What follows belongs to an exercise in optimizing a design on an open flow for small area, a short achievable clock period and few clock cycles per item; a production flow would make more cautious choices. The RTL of this run was laid out without a check of its function. In this run the design's own scripts or RTL, not TritonCTS, make the clock network. No driver is modelled on the clock port, so clock power and skew are understated where the tree is cut down; a real chip needs a root buffer or a tree. Power is estimated from default activity; no workload was simulated.

File: design/flow/flow/run.sh
#!/bin/bash
# Standard ORFS layout with these changes: the port buffers are buf_2 instead
# of the default delay-cell buffer; after clock tree synthesis, flow/post_cts.tcl
# replaces the tree with a smaller two-level one (flow/clock_tree.tcl); timing
# repair aims for 16.8 ns of setup slack.
set -o pipefail
bash standard.sh \
  'BUFFER_PORTS_ARGS=-buffer_cell sky130_fd_sc_hd__buf_2' \
  'CTS_ARGS=-sink_clustering_enable -repair_clock_nets -dont_use_dummy_load' \
  "POST_CTS_TCL=$PWD/flow/post_cts.tcl" \
  SETUP_SLACK_MARGIN=16.8 \
  finish > standard.log 2>&1
File: design/flow/flow/clock_tree.tcl
# Replace the clock tree that CTS built with a two-level tree: the clock port
# drives NROOT clkbuf_16 roots, each root drives NLEAF/NROOT clkbuf_8 leaves,
# each leaf drives the flip-flops of one group. Groups are made by splitting
# the flip-flops in halves by location, along the longer side each time.
proc split_groups { items n } {
  set groups [list $items]
  while {[llength $groups] < $n} {
    set big [lindex [lsort -command {apply {{a b} {expr {[llength $b] - [llength $a]}}}} $groups] 0]
    set idx [lsearch -exact $groups $big]
    set groups [lreplace $groups $idx $idx]
    set xs {}; set ys {}
    foreach s $big { lappend xs [lindex $s 1]; lappend ys [lindex $s 2] }
    set xs [lsort -integer $xs]; set ys [lsort -integer $ys]
    set key [expr {([lindex $xs end] - [lindex $xs 0]) >= ([lindex $ys end] - [lindex $ys 0]) ? 1 : 2}]
    set sorted [lsort -integer -index $key $big]
    set h [expr {[llength $sorted] / 2}]
    lappend groups [lrange $sorted 0 [expr {$h - 1}]] [lrange $sorted $h end]
  }
  return $groups
}
proc centre { g } {
  set sx 0; set sy 0
  foreach s $g { set sx [expr {$sx + [lindex $s 1]}]; set sy [expr {$sy + [lindex $s 2]}] }
  return [list [expr {$sx / [llength $g]}] [expr {$sy / [llength $g]}]]
}
proc rebuild_clock_tree { nroot nleaf root_master leaf_master } {
  set block [ord::get_db_block]
  set db [ord::get_db]
  set clknet [[$block findBTerm clk] getNet]
  # collect register clock pins anywhere below the port, remove the old tree
  set sinks {}
  set todo [list $clknet]
  set oldbufs {}
  while {[llength $todo]} {
    set net [lindex $todo 0]; set todo [lrange $todo 1 end]
    foreach it [$net getITerms] {
      set inst [$it getInst]
      if {[$it isInputSignal] || [$it getIoType] == "INPUT"} {
        set mname [[$inst getMaster] getName]
        if {[string match "*clkbuf*" $mname] || [string match "*clkinv*" $mname]} {
          if {[lsearch -exact $oldbufs $inst] < 0} {
            lappend oldbufs $inst
            lappend todo [[$inst findITerm X] getNet]
          }
        } else {
          set loc [$inst getLocation]
          lappend sinks [list $it [lindex $loc 0] [lindex $loc 1]]
        }
      }
    }
  }
  foreach inst $oldbufs {
    set onet [[$inst findITerm X] getNet]
    foreach it [$inst getITerms] { $it disconnect }
    odb::dbInst_destroy $inst
    if {$onet ne "NULL" && $onet != $clknet} { odb::dbNet_destroy $onet }
  }
  foreach s $sinks { set it [lindex $s 0]; if {[$it getNet] ne "NULL"} { $it disconnect }; $it connect $clknet }
  puts "clock tree: [llength $sinks] sinks, removed [llength $oldbufs] buffers"
  set rm [$db findMaster $root_master]
  set lm [$db findMaster $leaf_master]
  set leaves [split_groups $sinks $nleaf]
  # leaf positions, then group leaves under roots
  set lrec {}
  set k 0
  foreach g $leaves {
    set c [centre $g]
    lappend lrec [list $k [lindex $c 0] [lindex $c 1] $g]
    incr k
  }
  set r 0
  foreach rg [split_groups $lrec $nroot] {
    set c [centre $rg]
    set rinst [odb::dbInst_create $block $rm "clkroot_$r"]
    $rinst setLocation [lindex $c 0] [lindex $c 1]
    $rinst setPlacementStatus PLACED
    set rnet [odb::dbNet_create $block "clknet_root_$r"]
    $rnet setSigType CLOCK
    [$rinst findITerm A] connect $clknet
    [$rinst findITerm X] connect $rnet
    foreach l $rg {
      set k [lindex $l 0]
      set linst [odb::dbInst_create $block $lm "clkleaf_$k"]
      $linst setLocation [lindex $l 1] [lindex $l 2]
      $linst setPlacementStatus PLACED
      set lnet [odb::dbNet_create $block "clknet_leaf_$k"]
      $lnet setSigType CLOCK
      [$linst findITerm A] connect $rnet
      [$linst findITerm X] connect $lnet
      foreach s [lindex $l 3] { set it [lindex $s 0]; $it disconnect; $it connect $lnet }
      puts "clock leaf $k under root $r: [llength [lindex $l 3]] sinks"
    }
    incr r
  }
}
File: design/flow/flow/post_cts.tcl
# Runs after ORFS's clock tree synthesis: replaces its H-tree with a
# two-level tree (flow/clock_tree.tcl): the clock port drives two clkbuf_16
# roots, each root drives four clkbuf_8 leaves, each leaf one group of
# about 15 flip-flops. Then re-legalizes the placement.
source [file join [file dirname [info script]] clock_tree.tcl]
rebuild_clock_tree 2 8 sky130_fd_sc_hd__clkbuf_16 sky130_fd_sc_hd__clkbuf_8
detailed_placement
check_placement -verbose
set_propagated_clock [all_clocks]
estimate_parasitics -placement
repair_timing -hold -hold_margin 0 -match_cell_footprint -verbose
detailed_placement
File: design/flow/standard.sh
#!/bin/bash
# synth_recipe.tcl (not shown) runs the flow's synth.tcl, then flattens the netlist and writes it again
# the make line also repeats each setting of config.mk as NAME=value (left out here)
make -C /OpenROAD-flow-scripts/flow DESIGN_CONFIG=/design/flow/config.mk WORK_HOME=/design/flow/orfs CLKGATE_MAP_FILE= SYNTH_SCRIPT=/design/flow/synth_recipe.tcl "${@:-finish}"
File: design/flow/config.mk
export PLATFORM = sky130hd
export DESIGN_NAME = sw_top
export DESIGN_NICKNAME = sw_top
export VERILOG_FILES = /design/flow/design.v
export SDC_FILE = /design/flow/constraint.sdc
export NUM_CORES = 4
export LEC_CHECK = 0
export ABC_AREA = 1
export CAP_MARGIN = 20
export CORE_MARGIN = 2
export CORE_UTILIZATION = 60
export SLEW_MARGIN = 20
File: design/flow/constraint.sdc
create_clock -name core_clock -period 22.0 [get_ports {clk}]
set_input_delay 4.4000 -clock core_clock [delete_from_list [all_inputs] [get_ports {clk}]]
set_output_delay 4.4000 -clock core_clock [all_outputs]
set_load 0.01 [all_outputs]
File: design/flow/design.v
`default_nettype none
package sw_pkg;
    typedef enum logic [1:0] {
        BASE_A = 2'd0,
        BASE_T = 2'd1,
        BASE_G = 2'd2,
        BASE_C = 2'd3
    } base_t;
    typedef logic signed [8-1:0] score_t;
    typedef enum logic [1:0] {
        LOAD_QUERY = 2'd0,
        STREAM_REF = 2'd1,
        DRAIN      = 2'd2
    } load_state_t;
    typedef struct packed {
        score_t             score;
        logic [3-1:0]  row;
        logic [4-1:0]  col;
    } best_t;
endpackage
`default_nettype wire
`timescale 1ns/1ps
`default_nettype none
module sw_pe #(
    parameter int ROW = 0,
    parameter int W   = 5,    
    parameter int WU  = 5     
) (
    input  logic          clk,
    input  logic          rst,
    input  logic          i_step,     
    input  logic          i_valid,    
    input  logic          i_q_we,
    input  logic [1:0]    i_q_base,
    input  logic [1:0]    i_base,     
    input  logic [WU-1:0] i_h_up,     
    output logic [1:0]    o_base,
    output logic [W-1:0]  o_h         
);
    logic [1:0]    q_base;
    logic [WU-1:0] diag;              
    logic [W-1:0]  h_new;
    always_ff @(posedge clk) begin
        if (i_q_we) q_base <= i_q_base;
    end
    function automatic logic gt(input logic [W-1:0] a, input logic [W-1:0] b);
        logic g;
        g = 1'b0;
        for (int k = 0; k < W; k++) g = (a[k] & ~b[k]) | ((a[k] | ~b[k]) & g);
        gt = g;
    endfunction
    always_comb begin
        logic [W-1:0] dd;
        logic [W-1:0] m;
        dd = (ROW == 0) ? '0 : W'(diag);
        m  = dd;
        if (ROW != 0 && gt(W'(i_h_up), m)) m = W'(i_h_up);
        if (gt(o_h, m)) m = o_h;
        if (i_base == q_base) h_new = dd + 2'd2;
        else                  h_new = (m == '0) ? '0 : m - 1'b1;
    end
    always_ff @(posedge clk) begin
        if (i_step) begin
            o_base <= i_base;
            diag   <= i_h_up;
        end
    end
    if (ROW == 0) begin : g_h_rst
        always_ff @(posedge clk or posedge rst) begin
            if (rst) o_h <= '0;
            else if (i_step) o_h <= i_valid ? h_new : '0;
        end
    end else begin : g_h
        always_ff @(posedge clk) begin
            if (i_step) o_h <= i_valid ? h_new : '0;
        end
    end
endmodule
`default_nettype wire
`timescale 1ns/1ps
`default_nettype none
module sw_top (
    input  logic                clk,
    input  logic                rst,
    input  logic                i_sym_valid,
    input  sw_pkg::base_t       i_sym,
    input  logic                i_res_credit,
    output logic                o_sym_credit,
    output logic                o_res_valid,
    output sw_pkg::score_t      o_res_score,
    output logic [3-1:0]   o_res_row,
    output logic [4-1:0]   o_res_col
);
    localparam int NQ = 8;
    localparam int NR = 16;
    localparam int ND = NQ + NR - 1;     
    logic       in_v;
    logic [1:0] in_b;
    logic       is_ref;                  
    logic [2:0] qi;                      
    logic [4:0] d;                       
    logic       step;
    logic       drain;
    always_ff @(posedge clk or posedge rst) begin
        if (rst) in_v <= 1'b0;
        else     in_v <= i_sym_valid;
    end
    always_ff @(posedge clk) begin
        in_b <= i_sym;
    end
    assign drain = (d >= 5'(NR)) && (d != 5'(ND));
    assign step  = (in_v && is_ref) || drain;
    always_ff @(posedge clk or posedge rst) begin
        if (rst) begin
            is_ref <= 1'b0;
            qi     <= '0;
            d      <= '0;
        end else begin
            if (in_v && !is_ref) qi <= qi + 1'b1;
            if (in_v && !is_ref && qi == 3'(NQ - 1)) is_ref <= 1'b1;
            if (in_v && is_ref && d == 5'(NR - 1))   is_ref <= 1'b0;
            if (step)               d <= d + 1'b1;
            else if (d == 5'(ND))   d <= '0;
        end
    end
    function automatic int hw(input int row);
        int mx;
        mx = 2 * (row + 1);
        hw = $clog2(mx + 1);
    endfunction
    logic [1:0] base_c [NQ+1];
    logic [4:0] h_c    [NQ+1];           
    logic [NQ-1:0] valid;
    assign base_c[0] = in_b;
    assign h_c[0]    = '0;
    for (genvar i = 0; i < NQ; i++) begin : g_pe
        localparam int W  = hw(i);
        localparam int WU = (i == 0) ? 1 : hw(i - 1);
        logic [W-1:0] h;
        logic [4:0] dmi;
        assign dmi      = d - 5'(i);
        assign valid[i] = !dmi[4];
        sw_pe #(.ROW(i), .W(W), .WU(WU)) u_pe (
            .clk      (clk),
            .rst      (rst),
            .i_step   (step),
            .i_valid  (valid[i]),
            .i_q_we   (in_v && !is_ref && (qi == 3'(i))),
            .i_q_base (in_b),
            .i_base   (base_c[i]),
            .i_h_up   (h_c[i][WU-1:0]),
            .o_base   (base_c[i+1]),
            .o_h      (h)
        );
        assign h_c[i+1] = 5'(h);
    end
    logic       first;               
    logic       done;                
    logic [3:0] dl;                  
    logic [4:0] run_s;
    logic [2:0] run_r;
    logic [3:0] run_c;
    logic [4:0] b_s;
    logic [2:0] b_r;
    logic [3:0] b_c;
    function automatic logic gt5(input logic [4:0] a, input logic [4:0] b);
        logic g;
        g = 1'b0;
        for (int k = 0; k < 5; k++) g = (a[k] & ~b[k]) | ((a[k] | ~b[k]) & g);
        gt5 = g;
    endfunction
    assign first = (d == 5'd1);
    assign done  = (d == 5'(ND));
    assign dl    = 4'(d - 1'b1);
    always_comb begin
        logic [4:0]    s0;
        logic [NQ-1:0] c1;               
        logic [NQ-1:0] c2;               
        logic [NQ-1:0] sel;
        logic [2:0]    r;
        logic          win;
        logic          keep;
        s0 = first ? 5'd0 : run_s;
        for (int i = 0; i < NQ; i++) begin
            c1[i] = gt5(h_c[i+1], s0);
            c2[i] = c1[i] && (h_c[i+1][0] == s0[0]);
        end
        sel = (c2 != '0) ? c2 : c1;
        r = '0;
        for (int i = NQ - 1; i >= 0; i--) begin
            if (sel[i]) r = 3'(i);
        end
        win  = (c1 != '0);
        keep = !first && !win;
        b_s  = ({5{win}} & (s0 + ((c2 != '0) ? 5'd2 : 5'd1))) | ({5{keep}} & run_s);
        b_r  = ({3{win}} & r)                                   | ({3{keep}} & run_r);
        b_c  = ({4{win}} & (dl - 4'(r)))                        | ({4{keep}} & run_c);
    end
    always_ff @(posedge clk) begin
        run_s <= b_s;
        run_r <= b_r;
        run_c <= b_c;
    end
    logic       rv;
    logic [3:0] spare;
    always_ff @(posedge clk) begin
        rv <= done;
    end
    assign o_res_valid = rv;
    assign o_res_score = sw_pkg::score_t'({3'b000, run_s});
    assign o_res_row   = run_r;
    assign o_res_col   = run_c;
    logic [2:0] owed;                    
    logic [2:0] avail;
    logic       allow;                   
    logic       give;
    logic       osc;
    assign avail = owed + {2'b0, in_v};
    assign allow = is_ref && (d == 5'(NQ + NR - 5 - NQ) + {2'b0, owed});
    assign give  = (avail != '0) && (!allow || (spare != '0));
    always_ff @(posedge clk or posedge rst) begin
        if (rst) begin
            owed  <= '0;
            spare <= '0;
        end else begin
            owed  <= avail - {2'b0, give};
            spare <= spare + {3'b0, i_res_credit} - {3'b0, give && allow};
        end
    end
    always_ff @(posedge clk) begin
        osc <= give;
    end
    assign o_sym_credit = osc;
endmodule
`default_nettype wire
==> flow_summary.yaml <==
detailed_routing:
  drt-vias-per-instance: 5.387
  drc: 0
  first_pass_iters: 7
  antenna_left: 0
  wl_um: 16600
  via_count: 6287
  dr.first_iter.drc_count: 450
  wl_per_cell_um: 14.22
synthesis:
  avgSynthCellArea_um2: 7.958
  synth-compound-area-share: 0.08808
  ys_ff_latch: 116
  yosys.area.top_type: "edfxtp_1"
  ys_seq_area_frac: 0.4177
  synthFlopType: "edfxtp_1"
  async_reset_ff_frac: 0.1638
  yosysMostFrequentCell: "nand2_1"
  yosysWarnings: 13
  synth_edf_count: 81
  synth_top_area_frac: 0.3148
  ys_types: 53
  synth_xor_area_frac: 0.04420
  synth_top_family_by_area: "simple AND/OR/NAND/NOR gates"
  ys_top_cells_by_area: "edfxtp_1, nand2_1, inv_1, ha_1, dfrtp_1"
  syn_area_um2: 7727
  synth_fa_ha_area_frac: 0.07481
  yosys.area_share.simple: 0.2791
  synth.top_cells.by_count: "nand2_1, inv_1, nand3_1"
  syn_inst: 971
  synth_mux_area_frac: 0
hold_path:
  timing.hold.worst.class: "register to register"
worst_setup_path:
  critPathMaxStageDelay_ns: 0.36
  critPathLaunchType: "register"
  crit_arrival_ns: 0.78
  end_kind: "primary output"
  critical_path.cell_chain: "buf_6"
  cp_max_fo: 2
  crit_type: "register to primary output"
  required_ns: 17.60
  critPathBufInv: 1
  slowest_stage: "dfxtp_4"
  cpLargestDelayFamily: "flip-flops"
sta:
  fmax_mhz: 193.0
  min_period_ns: 5.182
  rsz0062_at_grt: "no"
  slew_viol_final: 0
  setup_tns_ns: 0
  fin_crit_sh: 0.2355
  relSlewSlack: 0.5270
  finalSetupViolCount: 0
  skew_ns: 0.02336
  worst_slew_pin_slew_ns: 0.7087
  hold_viol_final: 0
power:
  p_switching_w: 0.0006714
  pwr-share-clk: 0.084
  internal_power_w: 0.0006941
  comb_power_share: 0.621
  vdd_drop_max_uv: 82.99
  p_per_area_nw_per_um2: 165.8
  swShare: 0.4917
  power_leakage_nw: 3.998
  p_seq_frac: 0.296
global_route:
  grt_pass1_wl_um: 28060
  grt_usage: 0.2436
  grt_max_degree: 53
  overflow: 0
  grt_pass1_vias: 6077
  antenna_found_initial: 0
clock_network:
  clock_latency_ns: 0.30
  cts_sinks: 116
  clk_pin_slew_worst_paths_ns: 0.10
final_layout:
  layout.cells.non_filler: 1167
  synthToLayoutAreaGrowth_pct: 6.590
  multi_input_area_um2: 3780
  fillers: 1104
  insertedDiodeCount: 0
  drive_above_1_share: 0.1005
  seq_area_um2: 3248
  final_nets: 1048
floorplan:
  coreArea_um2: 12620
  die_height_um: 117.5
  dieArea_um2: 13800
  io_pins: 23
  row_count: 41
  initial_core_util: 0.6123
  fp.dieW_um: 117.5
placement:
  gp_congestion: 0.8915
  port_buffers: 19
  dp_cells: 1151
  dp.final_hpwl_um: 12290
run:
  drv_cap: 0
outcome:
  status: "complete, no violations"
cells by family (layout without fill, tap and decap cells):
family                     count (synthesis)  count (layout)
AOI/OAI and AO/OA                        124             124
xor gates and xnor gates                  39              39
adders and majority gates                 45              45
buffers and inverters                    176             198
DFF                                      116             116
other                                      1               3
and+or+nand+nor                          470             470
routing by layer:
layer / vias up / part of all wire / global-route usage / wire [um]
met5: - / 0 / 0 / 0
met4: 0 / 0.024 / 0.07681 / 393
met3: 26 / 0.035 / 0.01986 / 589
met2: 151 / 0.49 / 0.4320 / 8197
met1: 2903 / 0.45 / 0.3179 / 7419
li1: 3207 / - / - / -
cell usage in the layout, fill, tap and decap left out, types with 12 or more instances in the layout:
| cell | count |
|---|---|
| inv_1 | 150 |
| xnor2_1 | 20 |
| nand3_2 | 12 |
| o21ai_0 | 50 |
| ha_1 | 43 |
| xor2_1 | 19 |
| nor2_1 | 33 |
| nand2_1 | 284 |
| edfxtp_1 | 81 |
| a21oi_1 | 39 |
| buf_6 | 12 |
| nand3_1 | 86 |
| dfrtp_1 | 19 |
worst register-to-register path: stages (launching register included):
cell and delay, ns:
dfrtp_1 0.49, inv_1 0.18, ha_1 0.25, nand3_4 0.27
nand2_1 0.38, ha_1 0.35, or2_2 0.29, nand2_1 0.07
nand3_1 0.12, nand3_2 0.11, nand3_2 0.10, nor2_4 0.21
nand2_8 0.10, o21a_1 0.21, nand2_1 0.07, nand2_1 0.04
nand2_1 0.05, nand2_1 0.06, nand2_2 0.07, ha_1 0.18
inv_1 0.06, fa_1 0.37, xor2_1 0.16, o21ai_0 0.14
area by class of cell:
class	count	area share
multi-input cells	681	0.4589
repair buffers	26	0.02704
plain buffers	10	0.01944
flip-flops and latches	116	0.3943
well taps	172	0.02613
inverters	162	0.07413
through the flow:
step | area (um^2) | utilization | hold WS [ns] | worst slack [ns] | power (W)
after floorplan | 7735 | - | 0.4244 | 16.80 | 0.001052
after global placement | 7936 | 0.6289 | 0.4382 | 16.70 | 0.001187
after detailed placement | 7936 | 0.6289 | 0.4386 | 16.67 | 0.001218
after global routing | 8237 | 0.6527 | 0.4864 | 16.80 | 0.001510
final | 8237 | 0.6527 | 0.4680 | 16.82 | 0.001366
power by group through the flow:
stage / clock network [W] / logic [W] / registers [W]
after detailed placement: 0 / 0.000810 / 0.000409
after global placement: 0 / 0.000782 / 0.000405
final: 0.000114 / 0.000848 / 0.000404
after floorplan: 0 / 0.000667 / 0.000385
after global routing: 0.000123 / 0.000974 / 0.000413
final timing paths:
path	start	end	slack, ns	depth (start not counted)
min in group asynchronous	rst	owed[0]	4.19	2
setup reg to reg	d[1]	run_c[2]	17.58	23
hold / removal	run_r[0]	run_r[0]	0.47	2
max in group asynchronous	rst	d[4]	17.35	2
setup / recovery	run_s[2]	o_res_score[2]	16.82	1
hold reg to reg	run_r[0]	run_r[0]	0.47	2
state kept, by name (all words and copies together) (netlist names):
signal,flops
spare,4
g_pe.u_pe.o_base,14
g_pe.u_pe.diag,24
g_pe.u_pe.q_base,16
osc,1
rv,1
d,5
in_v,1
run_s,5
qi,3
in_b,2
run_c,4
is_ref,1
run_r,3
owed,3
g_pe.u_pe.o_h,29

[re-timing with driven ports]
How much do the figures lean on ideal ports? The routed layout below was timed once more, with nothing changed but the port constraints. Step 1 (the two cells are an assumption about what drives the block):
set clk [get_ports {clk}]
set_driving_cell -lib_cell sky130_fd_sc_hd__clkbuf_16 $clk
set_driving_cell -lib_cell sky130_fd_sc_hd__buf_2 [delete_from_list [all_inputs] $clk]
Step 2 also shifts input and output timing later by t, the mid clock arrival at the registers, as if the neighbouring blocks saw the same clock. a / b / c = no drivers / after step 1 / after step 2; a / b = the first two.
shift t [ns]: 0.345
setup slack, ns: 16.818 / 16.764 / 16.688
worst hold slack (ns): 0.468 / 0.468 / 0.468
worst register clock-pin slew, ns: 0.11 / 0.11
cell pins on the clock port's net: 2
After both steps setup and hold are still met in this run. For this run, drivers alone change the setup slack by -0.054 ns; drivers and shift together by -0.130 ns.
